What follows belongs to an exercise in optimizing a design on an open flow for a short achievable clock period and few clock cycles per item; a production flow would make more cautious choices.
In this exercise RTL edits were held to simulation tests only and were not proved equivalent to the original.
No activity file was given, so power comes from the tool's default toggle rates.

`flow/config.mk`:
```
export PLATFORM = sky130hd
export DESIGN_NAME = gcd_unit_core
export DESIGN_NICKNAME = gcd_unit_core
export VERILOG_FILES = /design/flow/design.v
export SDC_FILE = /design/flow/constraint.sdc
export NUM_CORES = 4
export LEC_CHECK = 0
export CAP_MARGIN = 20
export CORE_MARGIN = 2
export CORE_UTILIZATION = 40
export SLEW_MARGIN = 20
```
`flow/constraint.sdc`:
```
create_clock -name core_clock -period 5.5 [get_ports {i_clk}]
set_input_delay 1.1000 -clock core_clock [delete_from_list [all_inputs] [get_ports {i_clk}]]
set_output_delay 1.1000 -clock core_clock [all_outputs]
set_load 0.01 [all_outputs]
```
`flow/design.v`:
```
package gcdu_pkg;
    localparam int OPERAND_WIDTH = 64;
    localparam int FIELD_WIDTH   = 64;
    localparam int TWOS_W        = $clog2(OPERAND_WIDTH);
    typedef logic [OPERAND_WIDTH-1:0] t_operand;
    typedef logic [TWOS_W-1:0]        t_twos;
    typedef struct packed {
        logic load;
        logic shift_both;
        logic shift_a;
        logic shift_b;
        logic sub;
        logic finish;
        logic finish_one;
    } t_dp_cmd;
    typedef struct packed {
        logic a_le1;
        logic b_le1;
        logic both_even;
        logic a_even;
        logic b_even;
        logic b_zero;
    } t_dp_status;
endpackage
import gcdu_pkg::*;
module gcdu_datapath (
    input  logic                   i_clk,
    input  logic [FIELD_WIDTH-1:0] i_first_operand,
    input  logic [FIELD_WIDTH-1:0] i_second_operand,
    input  gcdu_pkg::t_dp_cmd                i_cmd,
    output gcdu_pkg::t_dp_status             o_status,
    output logic [FIELD_WIDTH-1:0] o_divisor
);
    gcdu_pkg::t_operand r_a;
    gcdu_pkg::t_operand r_b;
    gcdu_pkg::t_twos    r_twos;
    gcdu_pkg::t_operand r_result;
    logic     a_gt_b;
    assign a_gt_b = r_a > r_b;
    always_comb begin
        o_status.a_le1     = (r_a[OPERAND_WIDTH-1:1] == '0);
        o_status.b_le1     = (r_b[OPERAND_WIDTH-1:1] == '0);
        o_status.both_even = ~(r_a[0] | r_b[0]);
        o_status.a_even    = ~r_a[0];
        o_status.b_even    = ~r_b[0];
        o_status.b_zero    = (r_b == '0);
    end
    always_ff @(posedge i_clk) begin
        if (i_cmd.load) begin
            r_a    <= i_first_operand[OPERAND_WIDTH-1:0];
            r_b    <= i_second_operand[OPERAND_WIDTH-1:0];
            r_twos <= '0;
        end else if (i_cmd.shift_both) begin
            r_a    <= r_a >> 1;
            r_b    <= r_b >> 1;
            r_twos <= r_twos + 1'b1;
        end else if (i_cmd.shift_a) begin
            r_a <= r_a >> 1;
        end else if (i_cmd.shift_b) begin
            r_b <= r_b >> 1;
        end else if (i_cmd.sub) begin
            if (a_gt_b) begin
                r_a <= r_b;
                r_b <= r_a - r_b;
            end else begin
                r_b <= r_b - r_a;
            end
        end
        if (i_cmd.finish_one) begin
            r_result <= gcdu_pkg::t_operand'(1);
        end else if (i_cmd.finish) begin
            r_result <= r_a << r_twos;
        end
    end
    assign o_divisor = FIELD_WIDTH'(r_result);
endmodule
import gcdu_pkg::*;
module gcdu_ctrl (
    input  logic       i_clk,
    input  logic       i_rst_n,
    input  logic       i_start,
    input  gcdu_pkg::t_dp_status i_status,
    output gcdu_pkg::t_dp_cmd    o_cmd,
    output logic       o_busy,
    output logic       o_done
);
    typedef enum logic [2:0] {
        S_IDLE,
        S_CHECK,
        S_COMMON,
        S_ODD_A,
        S_REDUCE
    } t_state;
    t_state r_state;
    t_state n_state;
    logic   r_done;
    always_comb begin
        o_cmd   = '0;
        n_state = r_state;
        case (r_state)
            S_IDLE: begin
                if (i_start) begin
                    o_cmd.load = 1'b1;
                    n_state    = S_CHECK;
                end
            end
            S_CHECK: begin
                if (i_status.a_le1 || i_status.b_le1) begin
                    o_cmd.finish_one = 1'b1;
                    n_state          = S_IDLE;
                end else begin
                    n_state = S_COMMON;
                end
            end
            S_COMMON: begin
                if (i_status.both_even) begin
                    o_cmd.shift_both = 1'b1;
                end else begin
                    n_state = S_ODD_A;
                end
            end
            S_ODD_A: begin
                if (i_status.a_even) begin
                    o_cmd.shift_a = 1'b1;
                end else begin
                    n_state = S_REDUCE;
                end
            end
            S_REDUCE: begin
                if (i_status.b_zero) begin
                    o_cmd.finish = 1'b1;
                    n_state      = S_IDLE;
                end else if (i_status.b_even) begin
                    o_cmd.shift_b = 1'b1;
                end else begin
                    o_cmd.sub = 1'b1;
                end
            end
            default: begin
                n_state = S_IDLE;
            end
        endcase
    end
    always_ff @(posedge i_clk) begin
        if (!i_rst_n) begin
            r_state <= S_IDLE;
            r_done  <= 1'b0;
        end else begin
            r_state <= n_state;
            r_done  <= o_cmd.finish | o_cmd.finish_one;
        end
    end
    assign o_busy = (r_state != S_IDLE);
    assign o_done = r_done;
endmodule
import gcdu_pkg::*;
module gcd_unit_core (
    input  logic                   i_clk,
    input  logic                   i_rst_n,
    input  logic                   start,
    output logic                   busy,
    input  logic [FIELD_WIDTH-1:0] i_first_operand,
    input  logic [FIELD_WIDTH-1:0] i_second_operand,
    output logic                   o_done,
    output logic [FIELD_WIDTH-1:0] o_divisor
);
    gcdu_pkg::t_dp_cmd    dp_cmd;
    gcdu_pkg::t_dp_status dp_status;
    gcdu_ctrl u_ctrl (
        .i_clk    (i_clk),
        .i_rst_n  (i_rst_n),
        .i_start  (start),
        .i_status (dp_status),
        .o_cmd    (dp_cmd),
        .o_busy   (busy),
        .o_done   (o_done)
    );
    gcdu_datapath u_datapath (
        .i_clk            (i_clk),
        .i_first_operand  (i_first_operand),
        .i_second_operand (i_second_operand),
        .i_cmd            (dp_cmd),
        .o_status         (dp_status),
        .o_divisor        (o_divisor)
    );
endmodule
```
`flow/run.sh`:
```
#!/bin/bash
# synth_recipe.tcl (not shown) runs the flow's synth.tcl, then flattens the netlist and writes it again
# the make line also repeats each setting of config.mk as NAME=value (left out here)
make -C /OpenROAD-flow-scripts/flow DESIGN_CONFIG=/design/flow/config.mk WORK_HOME=/design/flow/orfs CLKGATE_MAP_FILE= SYNTH_SCRIPT=/design/flow/synth_recipe.tcl finish
```
==> out/qor.yml, run 1 <==
run_status:
  status: "no timing/DRC/antenna violations"
synthesis:
  yosys_warnings: 2
  synthesis.area_um2: 20400
  synth-seq-cells: 202
  yosysUniqueCellTypes: 82
  synth_area_per_cell_um2: 7.52
  syn_nets: 2983
  ys_async_sr_fraction_pct: 0
  netlist_instances: 2721
  synth_edf_count: 128
  seq_area_frac_synth_pct: 26.0
  ys.flop_type: "edfxtp_1"
setup_path:
  cp.arrival_ps: 5140
  cp.required_ps: 5830
  reg2reg_depth: 15
  critical_path_class: "reg2reg"
  crit_path_max_fanout: 28
  cp-start-kind: "register"
  rrSetupSlack_ps: 690
  cp-end-kind: "register"
  reg2reg_to: "u_datapath.r_b[32]$_DFFE_PP_"
  timing.rr.start: "u_datapath.r_a[0]$_DFFE_PP_"
sta:
  setup_violations: 0
  period_needed_ps: 4810
  rsz0062_at_grt: "false"
  whs_ps: 449
  maxSlewViolCount: 0
  finalCritPeriodShare_pct: 87.5
  hold_viol: 0
  finalClockSkew_ps: 24.5
  worst_slew_pin_slew_ps: 1080
  max_freq_mhz: 208
  relSlewSlack_pct: 27.9
  tns_ps: 0
placed_design:
  portBuffers: 196
  gp_congestion: 0.990
  hpwlAfterDp_um: 73600
power:
  switching_share_pct: 53.9
  clkPwrFrac_pct: 11.9
  pwr_density_cell_nw_per_um2: 626
  combPwrFrac_pct: 68.0
  seqPwrFrac_pct: 20.2
  p_int_uw: 6880
  leakagePower_uw: 0.00946
  switching_power_uw: 8030
  irDropWorstVdd_v: 0.000319
grt:
  grt_max_degree: 142
  gr-total-overflow: 0
  grt_pass1_vias: 20900
  antenna_found_initial: 2
  grt_pass1_wl_um: 137000
  track_usage_pct: 34.2
clock_network:
  clk_path_buf_depth: 3
  cts_made_buffers: 27
  cts_root_buffer: "clkbuf_16"
  clock_sinks: 202
  cts_resized: 0
  cts_tree: "done"
  hold_buffers: 0
  post-cts-setup-buffers: 0
  clk_latency_ps: 600
  clkTransAtPathRegs_ps: 60
  ctsHtreeMaxLevel: 1
floorplanning:
  ios: 197
  core_region_area_um2: 50300
  die_height_um: 230
  dieArea_um2: 52900
  rows: 82
  die_w_um: 230
  initial_core_util_pct: 40.7
worst_hold_path:
  min_delay_worst_endpoint: "u_datapath.r_result[4]$_SDFFE_PP0P_"
  holdPathStages: 2
  min_from: "u_datapath.r_result[4]$_SDFFE_PP0P_"
  hold_class: "reg2reg"
finish:
  fin_nets: 3066
  layout-drive-gt1-share_pct: 6.59
  syn2layout_area_growth_pct: 16.4
route:
  drc: 0
  wirelength_um: 93200
  dr.pass1.iters: 5
  post_drt_wl_per_cell_um: 26.7
  avgViaCountPerCell: 6.19
  ant_nets: 0
  vias: 21600
  initialDrtViolationCount: 2212
run:
  drv_cap: 0
## metal layers
layer / GRT usage (%) / vias to the layer above / part of all wire, %
met1: 46.1 / 10500 / 43
met5: 0 / - / 0
met2: 55.3 / 1015 / 45
met3: 5.57 / 158 / 8.0
met4: 12.2 / 0 / 4.1
li1: - / 9995 / -
## worst max-delay path by stage
stage	depth (start not counted)	from	endpoint
floorplan	13	u_datapath.r_a[0]$_DFFE_PP_	u_datapath.r_a[0]$_DFFE_PP_
global placement	12	u_datapath.r_a[47]$_DFFE_PP_	u_datapath.r_b[52]$_DFFE_PP_
detailed placement	11	u_datapath.r_a[47]$_DFFE_PP_	u_datapath.r_b[55]$_DFFE_PP_
CTS	11	u_datapath.r_a[47]$_DFFE_PP_	u_datapath.r_b[55]$_DFFE_PP_
global route	12	u_datapath.r_a[47]$_DFFE_PP_	u_datapath.r_b[4]$_DFFE_PP_
finish	15	u_datapath.r_a[0]$_DFFE_PP_	u_datapath.r_b[32]$_DFFE_PP_
## critical path: stages (launching register included)
cell,delay (ps)
edfxtp_1,590
inv_1,320
ha_1,290
fa_1,270
nor2b_4,60
o21bai_2,170
a211oi_1,110
or3_4,470
a2111oi_4,620
o21a_1,230
buf_4,390
mux2i_1,430
a21oi_1,200
xnor2_1,180
a21oi_1,140
o21ai_1,60
## placed cells by master, fill, tap and decap left out, types with 39 or more instances in the layout
cell type | netlist | routed
nor4_1 | 43 | 42
edfxtp_1 | 128 | 128
inv_1 | 162 | 162
clkdlybuf4s50_1 | 0 | 196
nor3_1 | 51 | 51
buf_4 | 4 | 46
nor2_1 | 254 | 254
o21ai_0 | 285 | 285
xnor2_1 | 39 | 39
dfxtp_1 | 74 | 70
mux4_2 | 51 | 51
nand2_1 | 413 | 412
mux2i_1 | 76 | 76
a21oi_1 | 320 | 319
ha_1 | 129 | 129
nand4_1 | 45 | 45
## through the flow
| step | cells | worst slack [ps] | power, uW | area [um2] | utilization, % |
|---|---|---|---|---|---|
| final | 3496 | 686 | 14900 | 23800 | 47.4 |
| after global routing | 3495 | 564 | 15800 | 23800 | 47.3 |
| after CTS | 3494 | 787 | 14700 | 23800 | 47.3 |
| after detailed placement | 3446 | 826 | 12800 | 22900 | 45.6 |
| after global placement | 3446 | 865 | 12900 | 22900 | 45.6 |
| after floorplan | 2721 | 491 | 9470 | 20400 | - |
## synth_stat cells (all sizes together), types with 19 or more instances
cell,n,area [um2]
nand2,414,1560
a21oi,324,1640
o21ai,296,1490
nor2,254,953
inv,164,616
ha,129,1610
edfxtp,128,3840
clkbuf,126,473
mux2i,76,761
dfxtp,74,1480
buf,68,345
mux4,51,1150
nor3,51,255
nand4,46,294
nor4,43,269
a21o,39,293
xnor2,39,342
nand3,36,180
o21bai,34,259
a211oi,32,245
a31oi,23,144
a221oi,20,181
o21a,19,143
## cells by family after synthesis
family                   synth area share, %
adder cells (fa/ha/maj)                 8.09
buffers and inverters                   7.03
flip-flops                              26.0
XOR/XNOR                                2.44
AND/OR/NAND/NOR                         19.7
multiplexers                            9.61
AO/OA/AOI/OAI                           27.0
## flip-flops by register name, indices dropped and copies added (netlist names)
signal and cells:
u_datapath.r_result 64, u_datapath.r_twos 6, u_ctrl.r_state 3, u_ctrl.r_done 1, u_datapath.r_a 64, u_datapath.r_b 64
## area by class of cell
class / count / area [um2]
Sequential cell: 202 / 5330
Antenna cell: 1 / 2.50
Clock buffer: 39 / 759
Inverter: 165 / 619
Timing Repair Buffer: 248 / 2430
Multi-Input combinational cell: 2160 / 13700
Fill cell: 5098 / 26500
Tap cell: 672 / 841
Clock inverter: 9 / 85.1
## power groups by stage
stage               clock network (uW)  logic, uW  registers (uW)
floorplan                            0       6820            2650
global placement                     0       9930            2980
finish                            1770      10100            3010
global route                      1850      11000            3040
detailed placement                   0       9840            3000
CTS                               1790       9900            2970
Testbench counts, summed over its fixed seeds: cycles 929,375, items 8,000.
==> run 2: changes to the inputs <==
--- a/flow/design.v
+++ b/flow/design.v
@@ -61,9 +61,9 @@
         end else if (i_cmd.sub) begin
             if (a_gt_b) begin
                 r_a <= r_b;
-                r_b <= r_a - r_b;
+                r_b <= (r_a - r_b) >> 1;
             end else begin
-                r_b <= r_b - r_a;
+                r_b <= (r_b - r_a) >> 1;
             end
         end
         if (i_cmd.finish_one) begin
==> run 2 against run 1 <==
  * Utilization shrank 0.071 points
  * Critical endpoint is now u_datapath.r_b[54]$_DFFE_PP_
  * Highest routed layer unchanged
  * Maximum frequency grew 2.8%
  * Sequential power grew 9.0%
  * Clock power grew 6%
==> out/qor.yml, run 2 <==
route:
  vias: 21800
  drc: 0
  initialDrtViolationCount: 2519
  dr.pass1.iters: 7
  avgViaCountPerCell: 6.24
  ant_nets: 0
  wirelength_um: 89900
  post_drt_wl_per_cell_um: 25.7
finish:
  reg.largest.list: "u_datapath.r_a x64, u_datapath.r_b x64, u_datapath.r_result x64"
  finalNonFillerCells: 3500
  multi_input_area_um2: 14200
  layout_common_cells: "425 x nand2_1, 304 x a21oi_1, 265 x o21ai_0, 237 x nor2_1, 196 x clkdlybuf4s50_1"
  layout_commonest_cell: "nand2_1"
  fin_nets: 3061
  syn2layout_area_growth_pct: 16.8
  design_area_um2: 24300
  diodes: 0
  regArea_um2: 5330
  final_util_pct: 47.3
  fillers: 5212
  layout-drive-gt1-share_pct: 7.70
floorplanning:
  rows: 83
  initial_core_util_pct: 40.5
  die_w_um: 232
  core_region_area_um2: 51300
  dieArea_um2: 53700
  ios: 197
  die_height_um: 232
synthesis:
  synth_edf_count: 128
  synthesis.area_um2: 20800
  yosys.area_share.simple_pct: 19.4
  seq_area_frac_synth_pct: 25.6
  yosys-top-cells-count: "425 x nand2_1, 304 x a21oi_1, 266 x o21ai_0"
  syn_nets: 2978
  synth_area_per_cell_um2: 7.64
  synth.area.top_cells: "edfxtp_1 19%, ha_1 7.8%, nand2_1 7.7%, a21oi_1 7.3%, dfxtp_1 7.1%"
  yosysTopAreaCell: "edfxtp_1"
  synth-compound-area-share_pct: 26.0
  synthAdderAreaFrac_pct: 7.97
  netlist_instances: 2716
  ys_async_sr_fraction_pct: 0
  synth_xor_area_share_pct: 2.28
  yosys_warnings: 2
  synth.most_common_cell: "nand2_1"
  ys.flop_type: "edfxtp_1"
  yosys.area.top_type_share_pct: 18.5
  synth-seq-cells: 202
  synth_mux_area_share_pct: 12.1
  yosysUniqueCellTypes: 85
  synth_top_family_by_area: "compound AO/OA/AOI/OAI gates"
clock_network:
  clkTransAtPathRegs_ps: 60
  cts_root_buffer: "clkbuf_16"
  ctsHtreeMaxLevel: 1
  post-cts-setup-buffers: 0
  cts_tree: "done"
  clk_path_buf_depth: 3
  clock_sinks: 202
  hold_buffers: 0
  cts_made_buffers: 27
  cts_resized: 0
  clk_latency_ps: 610
setup_path:
  reg2reg_depth: 14
  cp_slowest_stage_delay_ps: 580
  crit_family: "compound AO/OA/AOI/OAI gates"
  cp-start-kind: "register"
  reg2reg_to: "u_datapath.r_b[54]$_DFFE_PP_"
  rrSetupSlack_ps: 820
  cp.required_ps: 5840
  critPathMostFrequentCell: "o21ai_0"
  crit_path_max_fanout: 28
  crit_chain: "inv_1 -> ha_1 -> fa_1 -> nand2b_1 -> a211oi_1 -> o21ai_0 -> a31oi_4 -> nor4bb_1 -> nor2_4 -> buf_4 -> o21ai_0 -> a32oi_1 -> xor2_1 -> o21ai_0"
  cp.arrival_ps: 5020
  critPathBufInv: 2
  timing.rr.start: "u_datapath.r_a[0]$_DFFE_PP_"
  critical_path_class: "reg2reg"
  slowest_stage: "a211oi_1"
  cp-end-kind: "register"
placed_design:
  portBuffers: 196
  place_ws_ps: 976
  hpwlAfterDp_um: 70800
  post-place-cells: 3450
  gp_congestion: 0.989
  place_area_um2: 23300
worst_hold_path:
  hold_class: "reg2reg"
  holdPathStages: 2
  min_from: "u_datapath.r_result[14]$_SDFFE_PP0P_"
  min_delay_worst_endpoint: "u_datapath.r_result[14]$_SDFFE_PP0P_"
sta:
  maxSlewViolCount: 0
  rsz0062_at_grt: "false"
  finalClockSkew_ps: 36.0
  worst_slew_pin_slew_ps: 1080
  setup_slack_ps: 819
  setup_violations: 0
  tns_ps: 0
  finalCritPeriodShare_pct: 85.1
  relSlewSlack_pct: 27.3
  hold_viol: 0
  max_freq_mhz: 214
  period_needed_ps: 4680
grt:
  grt_util_met1_pct: 45.5
  antenna_found_initial: 0
  grt_pass1_vias: 20800
  track_usage_pct: 32.6
  busiest_layer: "met2"
  grt_util_met2_pct: 53.0
  met3_usage_pct: 4.85
  grt_pass1_wl_um: 133000
  grt_max_degree: 87
  gr-total-overflow: 0
run_status:
  status: "no timing/DRC/antenna violations"
power:
  leakagePower_uw: 0.00955
  clkPwrFrac_pct: 11.2
  seqPwrFrac_pct: 19.4
  irDropWorstVdd_v: 0.000344
  p_int_uw: 7610
  pwr_density_cell_nw_per_um2: 696
  switching_power_uw: 9280
  combPwrFrac_pct: 69.4
  switching_share_pct: 54.9
run:
  drv_cap: 0
-- run 2: cell count changes in the layout (fill, tap and decap cells not counted), sizes merged, moves of 15 or more --
cell / previous run / this run
nor2: 254 / 239
mux2: 5 / 23
o211ai: 18 / 33
mux2i: 76 / 95
a21oi: 324 / 304
o21ai: 296 / 270
-- run 2: power groups by stage --
stage          clock network, uW  registers, uW  logic, uW
3_5_place_dp                   0           3260      11300
4_1_cts                     1920           3230      11400
2_1_floorplan                  0           2830       7930
5_1_grt                     1960           3330      12600
3_3_place_gp                   0           3240      11400
6_report                    1880           3280      11700
-- run 2: logic make-up after synthesis --
kind of cell,after synthesis
adder cells (fa/ha/maj),131
AND/OR/NAND/NOR,914
AO/OA/AOI/OAI,894
XOR/XNOR,54
flip-flops,202
buffers and inverters,345
multiplexers,176
-- run 2: per-layer routing --
| metal | routed length, um | part of all wire, % |
|---|---|---|
| met5 | 0 | 0 |
| met4 | 2340 | 2.6 |
| met3 | 7050 | 7.8 |
| met2 | 41200 | 46 |
| met1 | 39400 | 44 |
-- run 2: area by class of cell --
type / count / share of cell area (%)
multi-input combinational: 2169 / 58.4
sequential: 202 / 22.0
clock inverter: 12 / 0.521
clock buffer: 38 / 3.38
timing repair buffer: 244 / 9.83
tap: 680 / 3.51
inverter: 155 / 2.40
-- run 2: metrics by stage --
| stage | hold slack, ps | power (uW) |
|---|---|---|
| floorplan | 483 | 10800 |
| finish | 458 | 16900 |
| global placement | 441 | 14700 |
| global route | 486 | 17900 |
| detailed placement | 446 | 14600 |
| CTS | 461 | 16600 |
-- run 2: how the worst max path moves through the flow --
| stage | from | endpoint | slack (ps) | depth (start not counted) |
|---|---|---|---|---|
| 6_report | u_datapath.r_a[0]$_DFFE_PP_ | u_datapath.r_b[54]$_DFFE_PP_ | 820 | 14 |
| 4_1_cts | u_datapath.r_a[0]$_DFFE_PP_ | u_datapath.r_b[46]$_DFFE_PP_ | 940 | 14 |
| 5_1_grt | u_datapath.r_a[0]$_DFFE_PP_ | u_datapath.r_b[54]$_DFFE_PP_ | 610 | 14 |
| 3_3_place_gp | u_datapath.r_a[0]$_DFFE_PP_ | u_datapath.r_b[54]$_DFFE_PP_ | 1060 | 14 |
| 2_1_floorplan | u_datapath.r_a[40]$_DFFE_PP_ | u_datapath.r_a[0]$_DFFE_PP_ | -690 | 11 |
| 3_5_place_dp | u_datapath.r_a[32]$_DFFE_PP_ | u_datapath.r_b[35]$_DFFE_PP_ | 980 | 11 |
-- run 2: worst reg2reg max path, stage by stage, from the launching register on --
cell and delay [ps]:
edfxtp_1 520, inv_1 200, ha_1 270, fa_1 390, nand2b_1 170, a211oi_1 580
o21ai_0 330, a31oi_4 300, nor4bb_1 130, nor2_4 140, buf_4 380, o21ai_0 340
a32oi_1 420, xor2_1 170, o21ai_0 80
Testbench counts of run 2, summed over its fixed seeds: cycles 644,801, items 8,000.
==> run 3: changes to the inputs <==
--- a/flow/design.v
+++ b/flow/design.v
@@ -55,9 +55,9 @@
             r_b    <= r_b >> 1;
             r_twos <= r_twos + 1'b1;
         end else if (i_cmd.shift_a) begin
-            r_a <= r_a >> 1;
+            r_a <= r_a[1] ? (r_a >> 1) : (r_a >> 2);
         end else if (i_cmd.shift_b) begin
-            r_b <= r_b >> 1;
+            r_b <= r_b[1] ? (r_b >> 1) : (r_b >> 2);
         end else if (i_cmd.sub) begin
             if (a_gt_b) begin
                 r_a <= r_b;
==> run 3 against run 2 <==
  * Still clean
  * Cell count is 0.26% higher
  * Register-to-register slack worse by 390 ps
  * Wire length is 15% higher
  * Maximum frequency is 7.7% lower
  * Synthesized cell count is 0.96% lower
  * Flip-flop and latch count stayed put
  * Sequential power is 4% lower
==> out/qor.yml, run 3 <==
floorplanning:
  dieArea_um2: 54900
  rows: 84
  die_w_um: 234
  core_region_area_um2: 52600
  ios: 197
  initial_core_util_pct: 40.4
  die_height_um: 234
synthesis:
  synth_area_per_cell_um2: 7.89
  synth-seq-cells: 202
  synth.most_common_cell: "nand2_1"
  yosysTopAreaCell: "edfxtp_1"
  syn_nets: 2952
  yosys.area.top_type_share_pct: 18.1
  yosys_warnings: 2
  synthesis.area_um2: 21200
  ys_async_sr_fraction_pct: 0
  seq_area_frac_synth_pct: 25.1
  ys.flop_type: "edfxtp_1"
  yosysUniqueCellTypes: 85
  yosys-top-cells-count: "303 x nand2_1, 293 x a21oi_1, 245 x nor2_1"
  netlist_instances: 2690
  synth.area.top_cells: "edfxtp_1 18%, ha_1 7.6%, dfxtp_1 7.0%, a21oi_1 6.9%, nand2_1 5.4%"
  synth_edf_count: 128
sta:
  finalCritPeriodShare_pct: 92.2
  whs_ps: 453
  relSlewSlack_pct: 31.3
  tns_ps: 0
  rsz0062_at_grt: "false"
  maxSlewViolCount: 0
  period_needed_ps: 5070
  max_freq_mhz: 197
  setup_slack_ps: 427
  worst_slew_pin_slew_ps: 1030
  setup_violations: 0
  hold_viol: 0
  finalClockSkew_ps: 16.8
grt:
  grt_max_degree: 67
  grt_pass1_vias: 22100
  track_usage_pct: 36.9
  grt_pass1_wl_um: 150000
  antenna_found_initial: 1
  gr-total-overflow: 0
setup_path:
  critical_path_class: "reg2reg"
  rrSetupSlack_ps: 430
  cp.required_ps: 5840
  cp.arrival_ps: 5410
  cp-end-kind: "register"
  cp-startpoint: "u_datapath.r_a[0]$_DFFE_PP_"
  reg2reg_to: "u_datapath.r_b[54]$_DFFE_PP_"
  reg2reg_depth: 15
  crit_path_max_fanout: 36
  timing.rr.start: "u_datapath.r_a[0]$_DFFE_PP_"
  cp-start-kind: "register"
clock_network:
  clock_sinks: 202
  cts_resized: 0
  clk_latency_ps: 610
  clk_path_buf_depth: 3
  ctsHtreeMaxLevel: 1
  cts_root_buffer: "clkbuf_16"
  post-cts-setup-buffers: 0
  cts_tree: "done"
  clkTransAtPathRegs_ps: 60
  cts_made_buffers: 27
  hold_buffers: 0
finish:
  layout_common_cells: "300 x nand2_1, 291 x a21oi_1, 243 x nor2_1, 212 x o21ai_0, 196 x clkdlybuf4s50_1"
  layout-drive-gt1-share_pct: 8.72
  fin_nets: 3063
  reg.largest.list: "u_datapath.r_a x64, u_datapath.r_b x64, u_datapath.r_result x64"
  finalNonFillerCells: 3509
  diodes: 0
  syn2layout_area_growth_pct: 17.7
  layout_commonest_cell: "nand2_1"
  final_util_pct: 47.5
run_status:
  status: "no timing/DRC/antenna violations"
worst_hold_path:
  min_from: "u_datapath.r_result[23]$_SDFFE_PP0P_"
  min_delay_worst_endpoint: "u_datapath.r_result[23]$_SDFFE_PP0P_"
  hold_class: "reg2reg"
  holdPathStages: 2
route:
  vias: 23400
  post_drt_wl_per_cell_um: 29.4
  initialDrtViolationCount: 3761
  ant_nets: 0
  avgViaCountPerCell: 6.67
  dr.pass1.iters: 14
  drc: 0
  wirelength_um: 103000
placed_design:
  place_ws_ps: 543
  hpwlAfterDp_um: 81100
  post-place-cells: 3460
  gp_congestion: 1.04
  portBuffers: 196
run:
  drv_cap: 0
power:
  leakagePower_uw: 0.00992
  pwr_density_cell_nw_per_um2: 655
  irDropWorstVdd_v: 0.000308
run 3: changes by cell type in the layout (fill, tap and decap cells not counted), sizes merged, moves of 10 or more:
cell	before	now
o21a	20	33
xnor2	33	44
nand2	426	304
mux4	58	48
a22oi	19	34
a211oi	26	42
buf	48	90
nor3	49	38
o211ai	33	18
a222oi	0	75
o21ai	270	235
mux2	23	7
nand3	38	17
a21o	45	62
run 3: kinds of logic (layout without fill, tap and decap cells):
group / count (synthesis) / after routing / share of synthesized area [%]
compound gates: 992 / 992 / 30.7
simple gates: 781 / 781 / 16.5
buf+inv: 358 / 489 / 6.76
flops: 202 / 202 / 25.1
mux: 159 / 159 / 10.4
fa+ha+maj: 131 / 131 / 7.80
xor+xnor: 67 / 67 / 2.77
run 3: critical path: stages, from the launching register on:
cell and delay (ps):
edfxtp_1 500, inv_1 170, ha_1 260, fa_1 400, nand3b_1 220, a211oi_1 300
o21ai_0 260, a211oi_1 600, o21ai_1 200, a21oi_4 250, buf_4 460, mux2i_1 410
a22oi_1 210, o22ai_1 310, xnor2_1 160, o21ai_1 80
run 3: power breakdown:
| part | internal [uW] | total [uW] | switching, uW |
|---|---|---|---|
| clock | 1260 | 2080 | 815 |
| combinational | 3960 | 11100 | 7180 |
| sequential | 2300 | 3150 | 850 |
run 3: worst max-delay path by stage:
stage	slack (ps)	end
floorplan	690	u_datapath.r_a[0]$_DFFE_PP_
global placement	700	u_datapath.r_b[54]$_DFFE_PP_
detailed placement	540	u_datapath.r_b[54]$_DFFE_PP_
CTS	500	u_datapath.r_b[54]$_DFFE_PP_
global route	170	u_datapath.r_b[54]$_DFFE_PP_
finish	430	u_datapath.r_b[54]$_DFFE_PP_
run 3: cell type report:
class | count | area, um2
repair buffers | 286 | 2640
flip-flops and latches | 202 | 5330
well taps | 688 | 861
clock buffers | 36 | 797
inverters | 154 | 578
multi-input cells | 2130 | 14500
clock inverters | 13 | 220
fillers | 5258 | 27600
run 3: routing by layer:
layer	wire length, um	global-route usage, %
met1	43100	51.5
met2	43400	54.2
met3	11600	8.28
met4	5270	16.4
met5	13	0
run 3: stage by stage:
step | power, uW | area, um2
after floorplan | 10000 | 21200
after global placement | 13900 | 23900
after detailed placement | 13800 | 23900
after CTS | 15900 | 25000
after global routing | 17100 | 25000
final | 16400 | 25000
Testbench counts of run 3, summed over its fixed seeds: cycles 545,524, items 8,000.

## re-timing with driven ports
In the flow no input, the clock included, has a driving cell. The finished layouts below were timed again as built, in two steps.
Step 1 (the two cells are an assumption about what drives the block):
set clk [get_ports {i_clk}]
set_driving_cell -lib_cell sky130_fd_sc_hd__clkbuf_16 $clk
set_driving_cell -lib_cell sky130_fd_sc_hd__buf_2 [delete_from_list [all_inputs] $clk]
Step 2 moves the port delays by t, midway between the first and last clock arrival at a register: inputs arrive t later, outputs are due t later. That takes back most of the time a late clock gives input paths.
a / b / c = ideal / step 1 / step 2; a / b = the first two.
run | t, ns | setup slack, ns | slew at the worst register clock pin (ns) | pins driven straight from the clock port
run 1 | 0.653 | 0.686 / 0.686 / 0.686 | 0.07 / 0.07 | 1
run 2 | 0.650 | 0.819 / 0.819 / 0.819 | 0.07 / 0.07 | 1
run 3 | 0.651 | 0.427 / 0.427 / 0.427 | 0.07 / 0.07 | 1
After both steps every run listed still meets setup and hold.
